This design comes from an exercise in tuning for a short achievable clock period and few clock cycles on the open sky130 flow, not from production work. In this exercise RTL edits were held to simulation tests only and were not proved equivalent to the original.

// sigma_cpu
module sigma_cpu
#(
    parameter logic [15:31] start_address = '0
) (
    input  logic         clock,
    input  logic         reset,
    input  logic [0:31]  memory_data,
    output logic [15:31] memory_address,
    output logic [0:31]  memory_write_data,
    output logic [0:3]   memory_byte_enables,
    output logic         halted
);
    logic [0:3]  read_index_a;
    logic [0:3]  read_index_b;
    logic [0:3]  read_index_c;
    logic [0:31] read_data_a;
    logic [0:31] read_data_b;
    logic [0:31] read_data_c;
    logic        write_strobe;
    logic [0:3]  write_index;
    logic [0:31] write_data;
    logic        divide_load;
    logic [0:31] divide_high;
    logic [0:3]  divide_target;
    logic        divide_start;
    logic        divide_busy;
    logic [0:3]  divide_register;
    logic        divide_pending_remainder;
    logic        divide_pending_quotient;
    logic        divide_cancel_remainder;
    logic        divide_cancel_quotient;
    logic        divide_write_remainder;
    logic        divide_write_quotient;
    logic [0:31] quotient;
    logic [0:31] remainder;
    sigma_sequencer #(
        .start_address(start_address)
    ) sequencer (
        .clock(clock),
        .reset(reset),
        .memory_data(memory_data),
        .memory_address(memory_address),
        .memory_write_data(memory_write_data),
        .memory_byte_enables(memory_byte_enables),
        .halted(halted),
        .read_index_a(read_index_a),
        .read_index_b(read_index_b),
        .read_index_c(read_index_c),
        .read_data_a(read_data_a),
        .read_data_b(read_data_b),
        .read_data_c(read_data_c),
        .write_strobe(write_strobe),
  ...
clock: 10.0 ns
lec_check: 0
cap_margin: 20
core_margin: 2
core_utilization: 40
place_density: 0.6
setup_slack_margin: 5
slew_margin: 20
tns_end_percent: 100
run.sh (not shown) runs the stock make flow with config.mk's settings and CLKGATE_MAP_FILE= SYNTH_SCRIPT=/design/flow/synth_recipe.tcl, a recipe that flattens the netlist after the stock synthesis.
Testbench counts at the start, summed over its fixed seeds: cycles 11,938.
==> next run, changes <==
==> flow/flow/run.sh (new file) <==
#!/bin/bash
# The standard layout, with the timing repair aiming further below the clock period
set -euo pipefail
bash standard.sh SETUP_SLACK_MARGIN=7 finish > flow.log 2>&1
==> flow/standard.sh (new file) <==
#!/bin/bash
# synth_recipe.tcl (not shown) runs the flow's synth.tcl, then flattens the netlist and writes it again
# the make line also repeats each setting of config.mk as NAME=value (left out here)
make -C /OpenROAD-flow-scripts/flow DESIGN_CONFIG=/design/flow/config.mk WORK_HOME=/design/flow/orfs CLKGATE_MAP_FILE= SYNTH_SCRIPT=/design/flow/synth_recipe.tcl "${@:-finish}"
removed: flow/run.sh
This time the run ended with an error in global routing (GRT-0232).
Area after synthesis is unchanged.
Synthesized cell count does not change.

---

run a:
Another version of the RTL of sigma_cpu (not shown whole).
Size: ~16000 cells after synthesis, about 88 I/O pins.
export LEC_CHECK = 0
export CAP_MARGIN = 20
export CORE_MARGIN = 2
export CORE_UTILIZATION = 30
export PLACE_DENSITY = 0.55
export SETUP_SLACK_MARGIN = 5
export SLEW_MARGIN = 20
export SYNTH_HIERARCHICAL = 1
export TNS_END_PERCENT = 100
create_clock -name core_clock -period 10.0 [get_ports {clock}]
standard.sh (not shown) runs the stock make flow with config.mk's settings and CLKGATE_MAP_FILE= SYNTH_SCRIPT=/design/flow/synth_recipe.tcl, a recipe that flattens the netlist after the stock synthesis.
==> flow/flow/run.sh <==
#!/bin/bash
# The standard layout, with the timing repair aiming further below the clock period
set -euo pipefail
bash standard.sh SETUP_SLACK_MARGIN=7 finish > flow.log 2>&1
Run status, run a: aborted in 5_1_grt, error GRT-0232
Testbench counts of run a, summed over its fixed seeds: cycles 11,938.
Here is what was changed in the inputs of run b compared with run a.
- CORE_UTILIZATION: 30 -> 40
- PLACE_DENSITY: 0.55 -> 0.6
## What came out
Placer's final routability congestion estimate (higher): run a. Compared with run a, run b shows post-cts gate resize count that has gone up by a few percent. Between run a and run b, the site row count is higher for run a. Any difference in mean instance size in the synthesized netlist between run b and run a is small enough to ignore. Diff run a..run b | H-tree depth reported by CTS | unchanged. Going from run a to run b, height of the chip shrank by about 13%; die outline width shrank by 13%; number of CTS-inserted buffers shrank by about 2.7%. Summary: half-perimeter wire length after placement, run b better than run a. The number of I/O port buffers of run b and that of run a are within noise of each other. In the tables for run a and run b, post-CTS repair timing setup buffer count reads lower with run b. Run b did not finish: a tool error stopped it during 5_1_grt.

-- what the ideal ports hide --
How much do the figures lean on ideal ports? The routed layout below was timed once more, with nothing changed but the port constraints.
Step 1 (the two cells are an assumption about what drives the block):
set clk [get_ports {clock}]
set_driving_cell -lib_cell sky130_fd_sc_hd__clkbuf_16 $clk
set_driving_cell -lib_cell sky130_fd_sc_hd__buf_2 [delete_from_list [all_inputs] $clk]
Step 2 adds t to the input delays and takes it off the output delays; t is the mean of the earliest and latest rising clock arrival at the registers after step 1. Input paths then give back, and output paths get back, about the clock's delay inside the block.
a / b / c = no drivers / after step 1 / after step 2; a / b = the first two.
run: the first run of note 1
t, ns: 0.925
setup slack, ns: 4.843 / 4.843 / 4.047
worst register clock-pin slew, ns: 0.07 / 0.07
After both steps the first run of note 1 still meets setup and hold. For the first run of note 1, drivers alone change the setup slack by 0.000 ns; drivers and shift together by -0.796 ns.
